What follows belongs to an exercise in optimizing a design on an open flow for small area and a short achievable clock period; a production flow would make more cautious choices. Only simulation tests tie the RTL to the original design; equivalence was not proved. Power is estimated from default activity; no workload was simulated.

--- config.mk ---
export PLATFORM = sky130hd
export DESIGN_NAME = zic_mmr_ctrl
export DESIGN_NICKNAME = zic_mmr_ctrl
export VERILOG_FILES = /design/flow/design.v
export SDC_FILE = /design/flow/constraint.sdc
export NUM_CORES = 4
export LEC_CHECK = 0
export CAP_MARGIN = 20
export CORE_MARGIN = 2
export CORE_UTILIZATION = 40
export PLACE_DENSITY = 0.6
export SLEW_MARGIN = 20
--- constraint.sdc ---
create_clock -name core_clock -period 4.0 [get_ports {zic_clk}]
set_input_delay 0.8000 -clock core_clock [delete_from_list [all_inputs] [get_ports {zic_clk}]]
set_output_delay 0.8000 -clock core_clock [all_outputs]
set_load 0.01 [all_outputs]
--- run.sh ---
#!/bin/bash
# synth_recipe.tcl (not shown) runs the flow's synth.tcl, then flattens the netlist and writes it again
# the make line also repeats each setting of config.mk as NAME=value (left out here)
make -C /OpenROAD-flow-scripts/flow DESIGN_CONFIG=/design/flow/config.mk WORK_HOME=/design/flow/orfs CLKGATE_MAP_FILE= SYNTH_SCRIPT=/design/flow/synth_recipe.tcl finish
--- design.v ---
`timescale 1ns/100ps
package zic_pkg;
	localparam int ZIC_ADDR_W = 16;
	localparam int ZIC_DATA_W = 32;
	localparam int ZIC_BYTE_W = 8;
	localparam int ZIC_IDX_W  = 6;
	typedef logic [ZIC_ADDR_W-1:0] zic_addr_t;
	typedef logic [ZIC_DATA_W-1:0] zic_data_t;
	typedef logic [ZIC_BYTE_W-1:0] zic_byte_t;
	typedef logic [ZIC_IDX_W-1:0]  zic_irq_idx_t;
	localparam int ZIC_OFS_W      = 2;
	localparam int ZIC_REG_STRIDE = 4;
	typedef logic [ZIC_OFS_W-1:0] zic_reg_sel_e;
	localparam zic_reg_sel_e ZIC_SEL_IP   = 2'd0;
	localparam zic_reg_sel_e ZIC_SEL_IE   = 2'd1;
	localparam zic_reg_sel_e ZIC_SEL_ATTR = 2'd2;
	localparam zic_reg_sel_e ZIC_SEL_CTL  = 2'd3;
	localparam zic_byte_t ZIC_ATTR_VAL = 8'hC0;
	localparam zic_byte_t ZIC_CTL_RST_TOP  = 8'hFF;
	localparam int        ZIC_CTL_RST_STEP = 4;
	function automatic logic [ZIC_BYTE_W-1:0] zic_ctl_reset_value(input logic [31:0] idx);
		logic [31:0] dec;
		dec = ZIC_CTL_RST_STEP * idx;
		zic_ctl_reset_value = ZIC_CTL_RST_TOP - dec[ZIC_BYTE_W-1:0];
	endfunction
endpackage
`timescale 1ns/100ps
module zic_mmr_decode #(
	parameter int                 NUM_IRQ  = 48,
	parameter zic_pkg::zic_addr_t MMR_BASE = 16'h1000
)
(
	input  zic_pkg::zic_addr_t      wr_addr_i,
	input  zic_pkg::zic_data_t      wr_data_i,
	input  logic                    wr_en_i,
	input  zic_pkg::zic_addr_t      rd_addr_i,
	input  logic                    rd_en_i,
	output logic                    wr_ip_o,
	output logic                    wr_ie_o,
	output logic                    wr_ctl_o,
	output zic_pkg::zic_irq_idx_t   wr_idx_o,
	output zic_pkg::zic_data_t      wr_data_o,
	output logic                    rd_req_o,
	output logic                    rd_oob_o,
	output zic_pkg::zic_irq_idx_t   rd_idx_o,
	output zic_pkg::zic_reg_sel_e   rd_sel_o
);
	localparam int MAP_LO = {16'd0, MMR_BASE};
	localparam int MAP_HI = {16'd0, MMR_BASE} + zic_pkg::ZIC_REG_STRIDE * NUM_IRQ;
	zic_pkg::zic_addr_t     wr_ofs;
	zic_pkg::zic_addr_t     rd_ofs;
	zic_pkg::zic_reg_sel_e  wr_sel;
	logic                   wr_hit;
	logic                   rd_hit;
	assign wr_ofs = wr_addr_i - MMR_BASE;
	assign rd_ofs = rd_addr_i - MMR_BASE;
	assign wr_hit = ({16'd0, wr_addr_i} >= MAP_LO) && ({16'd0, wr_addr_i} < MAP_HI);
	assign rd_hit = ({16'd0, rd_addr_i} >= MAP_LO) && ({16'd0, rd_addr_i} < MAP_HI);
	assign wr_sel = wr_ofs[zic_pkg::ZIC_OFS_W-1:0];
	assign wr_idx_o  = wr_ofs[zic_pkg::ZIC_OFS_W +: zic_pkg::ZIC_IDX_W];
	assign wr_data_o = wr_data_i;
	always_comb
	begin
		wr_ip_o  = 1'b0;
		wr_ie_o  = 1'b0;
		wr_ctl_o = 1'b0;
		if (wr_en_i && wr_hit)
		begin
			case (wr_sel)
				zic_pkg::ZIC_SEL_IP:  wr_ip_o  = 1'b1;
				zic_pkg::ZIC_SEL_IE:  wr_ie_o  = 1'b1;
				zic_pkg::ZIC_SEL_CTL: wr_ctl_o = 1'b1;
				default: ;
			endcase
		end
	end
	assign rd_req_o = rd_en_i && rd_hit;
	assign rd_oob_o = rd_en_i && !rd_hit;
	assign rd_idx_o = rd_ofs[zic_pkg::ZIC_OFS_W +: zic_pkg::ZIC_IDX_W];
	assign rd_sel_o = rd_ofs[zic_pkg::ZIC_OFS_W-1:0];
endmodule
`timescale 1ns/100ps
module zic_pend_en_bank #(
	parameter int NUM_IRQ = 48
)
(
	input  logic                  zic_clk,
	input  logic                  zic_rst,
	input  logic                  wdt_reset_i,
	input  logic                  wr_ip_i,
	input  logic                  wr_ie_i,
	input  zic_pkg::zic_irq_idx_t wr_idx_i,
	input  zic_pkg::zic_data_t    wr_data_i,
	input  logic [NUM_IRQ-1:0]    zic_int_pending_i,
	input  logic                  zic_int_pending_valid_i,
	input  logic [NUM_IRQ-1:0]    zic_int_enable_i,
	input  logic                  zic_int_enable_valid_i,
	output logic [NUM_IRQ-1:0]    ip_o,
	output logic [NUM_IRQ-1:0]    ie_o,
	output logic [NUM_IRQ-1:0]    zic_int_en_o
);
	logic [NUM_IRQ-1:0] ip_q;
	logic [NUM_IRQ-1:0] ie_q;
	logic [NUM_IRQ-1:0] ip_nxt;
	logic [NUM_IRQ-1:0] ie_nxt;
	always_comb
	begin
		ip_nxt = zic_int_pending_valid_i ? zic_int_pending_i : ip_q;
		if (wr_ip_i)
		begin
			ip_nxt[wr_idx_i] = wr_data_i[0];
		end
		ie_nxt = zic_int_enable_valid_i ? zic_int_enable_i : ie_q;
		if (wr_ie_i)
		begin
			ie_nxt[wr_idx_i] = wr_data_i[0];
		end
	end
	always_ff @(posedge zic_clk or negedge zic_rst)
	begin
		if (!zic_rst)
		begin
			ip_q <= '0;
			ie_q <= '0;
		end
		else if (wdt_reset_i)
		begin
			ip_q <= '0;
			ie_q <= '0;
		end
		else
		begin
			ip_q <= ip_nxt;
			ie_q <= ie_nxt;
		end
	end
	assign ip_o = ip_q;
	assign ie_o = ie_q;
	assign zic_int_en_o = ie_q;
endmodule
`timescale 1ns/100ps
module zic_level_bank #(
	parameter int NUM_IRQ = 48
)
(
	input  logic                            zic_clk,
	input  logic                            zic_rst,
	input  logic                            wdt_reset_i,
	input  logic                            wr_ctl_i,
	input  zic_pkg::zic_irq_idx_t           wr_idx_i,
	input  zic_pkg::zic_data_t              wr_data_i,
	output logic [NUM_IRQ*zic_pkg::ZIC_BYTE_W-1:0] ctl_o
);
	for (genvar g = 0; g < NUM_IRQ; g++)
	begin : g_ctl
		localparam zic_pkg::zic_byte_t RST_VAL = zic_pkg::zic_ctl_reset_value(g);
		logic               hit;
		zic_pkg::zic_byte_t ctl_q;
		assign hit = wr_ctl_i && (wr_idx_i == g[zic_pkg::ZIC_IDX_W-1:0]);
		always_ff @(posedge zic_clk or negedge zic_rst)
		begin
			if (!zic_rst)
			begin
				ctl_q <= RST_VAL;
			end
			else if (wdt_reset_i)
			begin
				ctl_q <= '0;
			end
			else if (hit)
			begin
				ctl_q <= wr_data_i[zic_pkg::ZIC_BYTE_W-1:0];
			end
		end
		assign ctl_o[g*zic_pkg::ZIC_BYTE_W +: zic_pkg::ZIC_BYTE_W] = ctl_q;
	end
endmodule
`timescale 1ns/100ps
module zic_mmr_readback #(
	parameter int NUM_IRQ = 48
)
(
	input  logic                            zic_clk,
	input  logic                            zic_rst,
	input  logic                            rd_req_i,
	input  logic                            rd_oob_i,
	input  zic_pkg::zic_irq_idx_t           rd_idx_i,
	input  zic_pkg::zic_reg_sel_e           rd_sel_i,
	input  logic [NUM_IRQ-1:0]              ip_i,
	input  logic [NUM_IRQ-1:0]              ie_i,
	input  logic [NUM_IRQ*zic_pkg::ZIC_BYTE_W-1:0] ctl_i,
	output zic_pkg::zic_data_t              zic_mmr_read_data_o,
	output logic                            zic_mmr_read_valid_o
);
	zic_pkg::zic_data_t src_word;
	zic_pkg::zic_data_t rd_word;
	logic               valid_q;
	assign src_word = {ctl_i[rd_idx_i*zic_pkg::ZIC_BYTE_W +: zic_pkg::ZIC_BYTE_W],
		zic_pkg::ZIC_ATTR_VAL, 7'd0, ie_i[rd_idx_i], 7'd0, ip_i[rd_idx_i]};
	assign rd_word = rd_req_i ? src_word : '0;
	always_ff @(posedge zic_clk or negedge zic_rst)
	begin
		if (!zic_rst)
		begin
			valid_q <= 1'b0;
		end
		else
		begin
			valid_q <= rd_req_i || rd_oob_i;
		end
	end
	always_ff @(posedge zic_clk)
	begin
		if (rd_req_i || rd_oob_i)
		begin
			zic_mmr_read_data_o <= rd_word;
		end
	end
	assign zic_mmr_read_valid_o = valid_q;
endmodule
`timescale 1ns/100ps
module zic_mmr_ctrl #(
	parameter int                 NUM_IRQ  = 48,
	parameter zic_pkg::zic_addr_t MMR_BASE = 16'h1000
)
(
	input  logic                zic_clk,
	input  logic                zic_rst,
	input  logic                wdt_reset_i,
	input  zic_pkg::zic_addr_t  zic_mmr_write_addr_i,
	input  zic_pkg::zic_data_t  zic_mmr_write_data_i,
	input  logic                zic_mmr_write_en_i,
	input  zic_pkg::zic_addr_t  zic_mmr_read_addr_i,
	input  logic                zic_mmr_read_en_i,
	input  logic [NUM_IRQ-1:0]  zic_int_pending_i,
	input  logic                zic_int_pending_valid_i,
	input  logic [NUM_IRQ-1:0]  zic_int_enable_i,
	input  logic                zic_int_enable_valid_i,
	output logic [NUM_IRQ-1:0]  zic_int_en_o,
	output zic_pkg::zic_data_t  zic_mmr_read_data_o,
	output logic                zic_mmr_read_valid_o
);
	logic                   rd_req;
	logic                   rd_oob;
	zic_pkg::zic_irq_idx_t  rd_idx;
	zic_pkg::zic_reg_sel_e  rd_sel;
	logic [NUM_IRQ-1:0]     ip;
	logic [NUM_IRQ-1:0]     ie;
	logic [NUM_IRQ*zic_pkg::ZIC_BYTE_W-1:0] ctl;
	logic                   wr_ip;
	logic                   wr_ie;
	logic                   wr_ctl;
	zic_pkg::zic_irq_idx_t  wr_idx;
	zic_pkg::zic_data_t     wr_data;
	zic_mmr_decode #(
		.NUM_IRQ  (NUM_IRQ),
		.MMR_BASE (MMR_BASE)
	) u_decode (
		.wr_addr_i (zic_mmr_write_addr_i),
		.wr_data_i (zic_mmr_write_data_i),
		.wr_en_i   (zic_mmr_write_en_i),
		.rd_addr_i (zic_mmr_read_addr_i),
		.rd_en_i   (zic_mmr_read_en_i),
		.wr_ip_o   (wr_ip),
		.wr_ie_o   (wr_ie),
		.wr_ctl_o  (wr_ctl),
		.wr_idx_o  (wr_idx),
		.wr_data_o (wr_data),
		.rd_req_o  (rd_req),
		.rd_oob_o  (rd_oob),
		.rd_idx_o  (rd_idx),
		.rd_sel_o  (rd_sel)
	);
	zic_pend_en_bank #(
		.NUM_IRQ (NUM_IRQ)
	) u_pend_en (
		.zic_clk                 (zic_clk),
		.zic_rst                 (zic_rst),
		.wdt_reset_i             (wdt_reset_i),
		.wr_ip_i                 (wr_ip),
		.wr_ie_i                 (wr_ie),
		.wr_idx_i                (wr_idx),
		.wr_data_i               (wr_data),
		.zic_int_pending_i       (zic_int_pending_i),
		.zic_int_pending_valid_i (zic_int_pending_valid_i),
		.zic_int_enable_i        (zic_int_enable_i),
		.zic_int_enable_valid_i  (zic_int_enable_valid_i),
		.ip_o                    (ip),
		.ie_o                    (ie),
		.zic_int_en_o            (zic_int_en_o)
	);
	zic_level_bank #(
		.NUM_IRQ (NUM_IRQ)
	) u_level (
		.zic_clk     (zic_clk),
		.zic_rst     (zic_rst),
		.wdt_reset_i (wdt_reset_i),
		.wr_ctl_i    (wr_ctl),
		.wr_idx_i    (wr_idx),
		.wr_data_i   (wr_data),
		.ctl_o       (ctl)
	);
	zic_mmr_readback #(
		.NUM_IRQ (NUM_IRQ)
	) u_readback (
		.zic_clk              (zic_clk),
		.zic_rst              (zic_rst),
		.rd_req_i             (rd_req),
		.rd_oob_i             (rd_oob),
		.rd_idx_i             (rd_idx),
		.rd_sel_i             (rd_sel),
		.ip_i                 (ip),
		.ie_i                 (ie),
		.ctl_i                (ctl),
		.zic_mmr_read_data_o  (zic_mmr_read_data_o),
		.zic_mmr_read_valid_o (zic_mmr_read_valid_o)
	);
endmodule
==> summary.txt <==
Yosys
  • Unique masters post-synth: 59
  • Area share of the largest cell type after synthesis: 0.259
  • Main combinational cell family by area after synthesis: simple AND/OR/NAND/NOR gates
  • Adder-Cell Fraction of Synth Area: 0.00193
  • Ys async rst share: 0.978
  • Post-synthesis compound-gate area fraction: 0.125
  • Synth top area cells: dfstp_2 (26%), dfrtp_1 (22%), nand2_1 (12%)
  • Sequential cell area fraction in the yosys report: 0.489
  • Flops & latches, synth: 492
  • Syn Area/Cell: 9.59 um2
  • Synthesized area: 25900 um2
  • Cell count after synthesis: 2706
  • Area leader, netlist: dfstp_2
  • Most common cell in the netlist: nand2_1
  • Post-synth EDFFs: 11
  • Synth Flop Type: dfstp_2
  • Yosys warning total: 4
  • Synth top cells by count: nand2_1 (831), a21oi_1 (393), dfstp_2 (256)
  • Post-Synth Simple-Gate Area: 0.189
  • Mux contribution to synthesized area: 0.153
  • XOR/XNOR Fraction of Synth Area: 0.00135

Setup path
  • WS Path Type: primary input to flop
  • Worst reg2reg path depth: 5
  • Crit path capture type: flop
  • CP max FO: 12
  • CP Data Arrival Time: 3.89 ns
  • Worst-path cell chain: clkdlybuf4s50_1, inv_1, ha_1, or2_2, o21ai_0, o2bb2ai_1, nand2_1, o21a_1, nor3_1
  • Required time worst endpoint: 4.53 ns
  • Type of origin of the critical path: primary input
  • CP Depth: 9
  • Worst Path Buf+Inv: 2
  • Slowest Stage Delay on Critical Path: 0.67 ns
  • Top delay family on crit path: simple AND/OR/NAND/NOR gates
  • CP max-delay cell: clkdlybuf4s50_1

STA
  • Final setup viols: 0
  • Setup TNS Final: 0 ns
  • Fmax: 297 MHz
  • Final min period: 3.36 ns
  • Count of pins over their slew limit: 0
  • Worst-Margin Slew: 1.08 ns
  • Clk_skew: 0.0145 ns
  • RSZ-0062 raised after global routing: no
  • Final period utilization: 0.840
  • Worst slew margin: 0.278
  • Final Hold Fails: 0

Detailed routing
  • Final WL: 88900 um
  • Remaining antenna violation count: 0
  • Vias: 21794
  • DRT iter0 DRCs: 2552
  • DR WL/cell: 23.6 um
  • Mean number of vias per cell: 5.79
  • Pre-Repair DR Iteration Count: 9
  • # DRC: 0

Floorplan
  • Die area: 66900 um2
  • Starting density of the core: 0.403
  • Core area: 64300 um2
  • Die width: 259 um
  • Die Y: 259 um
  • Rows: 93
  • # IOs: 248

Clock network
  • Clock Path Buffers: 3
  • # clock sinks: 492
  • Clock Pin Slew Worst Setup and Hold Paths: 0.06 ns
  • CTS buffer count: 54
  • Cts hold-fix bufs: 0
  • H-Tree Depth: 2
  • Clock tree from TritonCTS: yes
  • PostCTS Resize Cnt: 0
  • Worst skew pair latency: 0.62 ns
  • Setup Fix Bufs, Post-CTS: 0
  • Root buffer selected by CTS: clkbuf_16

Power and ir drop
  • Power per cell area: 376 nW/um2
  • Leakage Power: 11.5 nW
  • Final Power: 11.6 mW
  • Peak supply drop: 324 uV

Global route
  • Vias in the first global route: 21494
  • Grt ovf: 0
  • Largest net degree at the start of global routing: 177
  • First-pass GRT wire length: 135000 um
  • Antenna violations before repair: 1
  • GR Util All Layers: 0.263

Job
  • Number of max-cap violations: 0

Placed design
  • Placed cells: 3662
  • Gpl congestion: 0.908
  • Hpwl dp: 59600 um
  • PortBufs: 201

Cells and area
  • Syn-to-layout area delta: 19.1%
  • Nets: 3035
  • Non-Filler Instances: 3767
  • Share of cells above drive strength 1: 0.218

Outcome
  • Outcome: no timing/DRC/antenna violations

Min path
  • Worst hold path class: primary input to asynchronous set/reset pin
-- worst paths after layout --
path,startpoint,end,slack [ns]
hold reg to reg,u_level.g_ctl[6].ctl_q[6],u_level.g_ctl[6].ctl_q[6],0.46
hold / removal,zic_rst,u_pend_en.ie_q[39],0.25
setup / recovery,zic_mmr_write_addr_i[2],u_pend_en.ie_q[36],0.64
setup reg to reg,u_level.g_ctl[0].ctl_q[7],u_readback.zic_mmr_read_data_o[31],1.53
min in group core_clock,u_level.g_ctl[6].ctl_q[6],u_level.g_ctl[6].ctl_q[6],0.46
max in group asynchronous,zic_rst,u_level.g_ctl[43].ctl_q[0],2.60
-- cells in the final DEF, fill, tap and decap left out, types with 6 or more instances in the layout --
master           synthesis  layout
a21oi_1                393     393
buf_2                   43       8
edfxtp_1                11      11
o21ai_0                161     161
bufinv_16                0       6
clkbuf_1               130      14
o21a_1                  18      18
nor2_1                 101     101
o22ai_1                 15      15
nor2_2                   6       6
nand2_1                831     831
clkbuf_8                 0       6
nor2_8                  18      18
clkinv_2                 0       9
inv_1                   16      16
buf_12                   1      13
buf_4                   22      88
mux2i_1                105     105
mux4_2                 129     129
a211oi_1                 6       6
clkdlybuf4s50_1          0     186
nor2_4                  12      12
conb_1                   1      20
dfrtp_1                225     225
nand3_1                 64      64
clkbuf_16                0      61
dfstp_2                256     256
nand2b_1                 6       6
a22oi_1                  8       8
nor3_1                  38      38
-- metrics by stage --
stage	area (um2)	setup WS (ns)	utilization	hold WS, ns
2_1_floorplan	26000	1.16	-	0.445
3_3_place_gp	28900	0.202	0.450	0.451
3_5_place_dp	29000	0.122	0.450	0.457
4_1_cts	30900	0.758	0.480	0.342
5_1_grt	30900	0.495	0.480	0.330
6_report	30900	0.638	0.480	0.249
-- logic make-up (layout without fill, tap and decap cells) --
kind of cell | Yosys count | after routing
compound gates | 619 | 619
xor+xnor | 4 | 4
fa+ha+maj | 4 | 4
buf+inv | 231 | 416
flops | 492 | 492
mux | 236 | 236
other cells | 1 | 22
simple gates | 1119 | 1119
-- worst register-to-register path, stage by stage (launching register included) --
cell,delay [ns]
dfstp_2,0.37
mux4_2,0.50
a22oi_1,0.27
nand3_1,0.17
o21ai_0,0.47
o21ai_0,0.35
-- sequential cells by signal, summed over array words and instances (netlist names) --
register                        cells
u_pend_en.ie_q                     48
u_readback.valid_q                  1
u_pend_en.ip_q                     48
u_readback.zic_mmr_read_data_o     11
u_level.g_ctl.ctl_q               384
-- layout make-up --
| type | count | area [um2] |
|---|---|---|
| Clock buffer | 80 | 1650 |
| Clock inverter | 22 | 264 |
| Fill cell | 5863 | 33400 |
| Timing Repair Buffer | 298 | 2870 |
| Tap cell | 855 | 1070 |
| Inverter | 16 | 60.1 |
| Antenna cell | 2 | 5.00 |
| Sequential cell | 492 | 12700 |
| Multi-Input combinational cell | 2002 | 12300 |
-- power breakdown --
part	internal, mW	leakage, nW	switching [mW]	total, mW
Sequential	5.07	5.82	0.0481	5.11
Clock	3.23	0.935	2.17	5.40
Combinational	0.426	4.78	0.676	1.10
-- per-layer routing --
metal  up-vias  share of wire  global-route usage
li1       9633              -                   -
met1     10972           0.41               0.350
met2      1028           0.48               0.431
met3       161          0.082              0.0473
met4         0          0.035              0.0931
met5         -              0                   0

re-timing with driven ports:
In the flow no input, the clock included, has a driving cell. The finished layout below was timed again as built, in two steps.
Step 1 sets driving cells, clkbuf_16 on the clock port and buf_2 on the other inputs (assumed; they add their load-dependent delay and slew).
Step 2 adds t to the input delays and takes it off the output delays; t is the mean of the earliest and latest rising clock arrival at the registers after step 1. Input paths then give back, and output paths get back, about the clock's delay inside the block.
Slacks: ideal ports / drivers / drivers and shift; pairs: ideal ports / drivers.
shift t [ns]: 0.670
setup WS [ns]: 0.638 / 0.672 / 0.002
hold WS [ns]: 0.249 / 0.237 / 0.461
After both steps setup and hold are still met in this run. For this run, drivers alone change the setup slack by +0.034 ns; drivers and shift together by -0.636 ns.
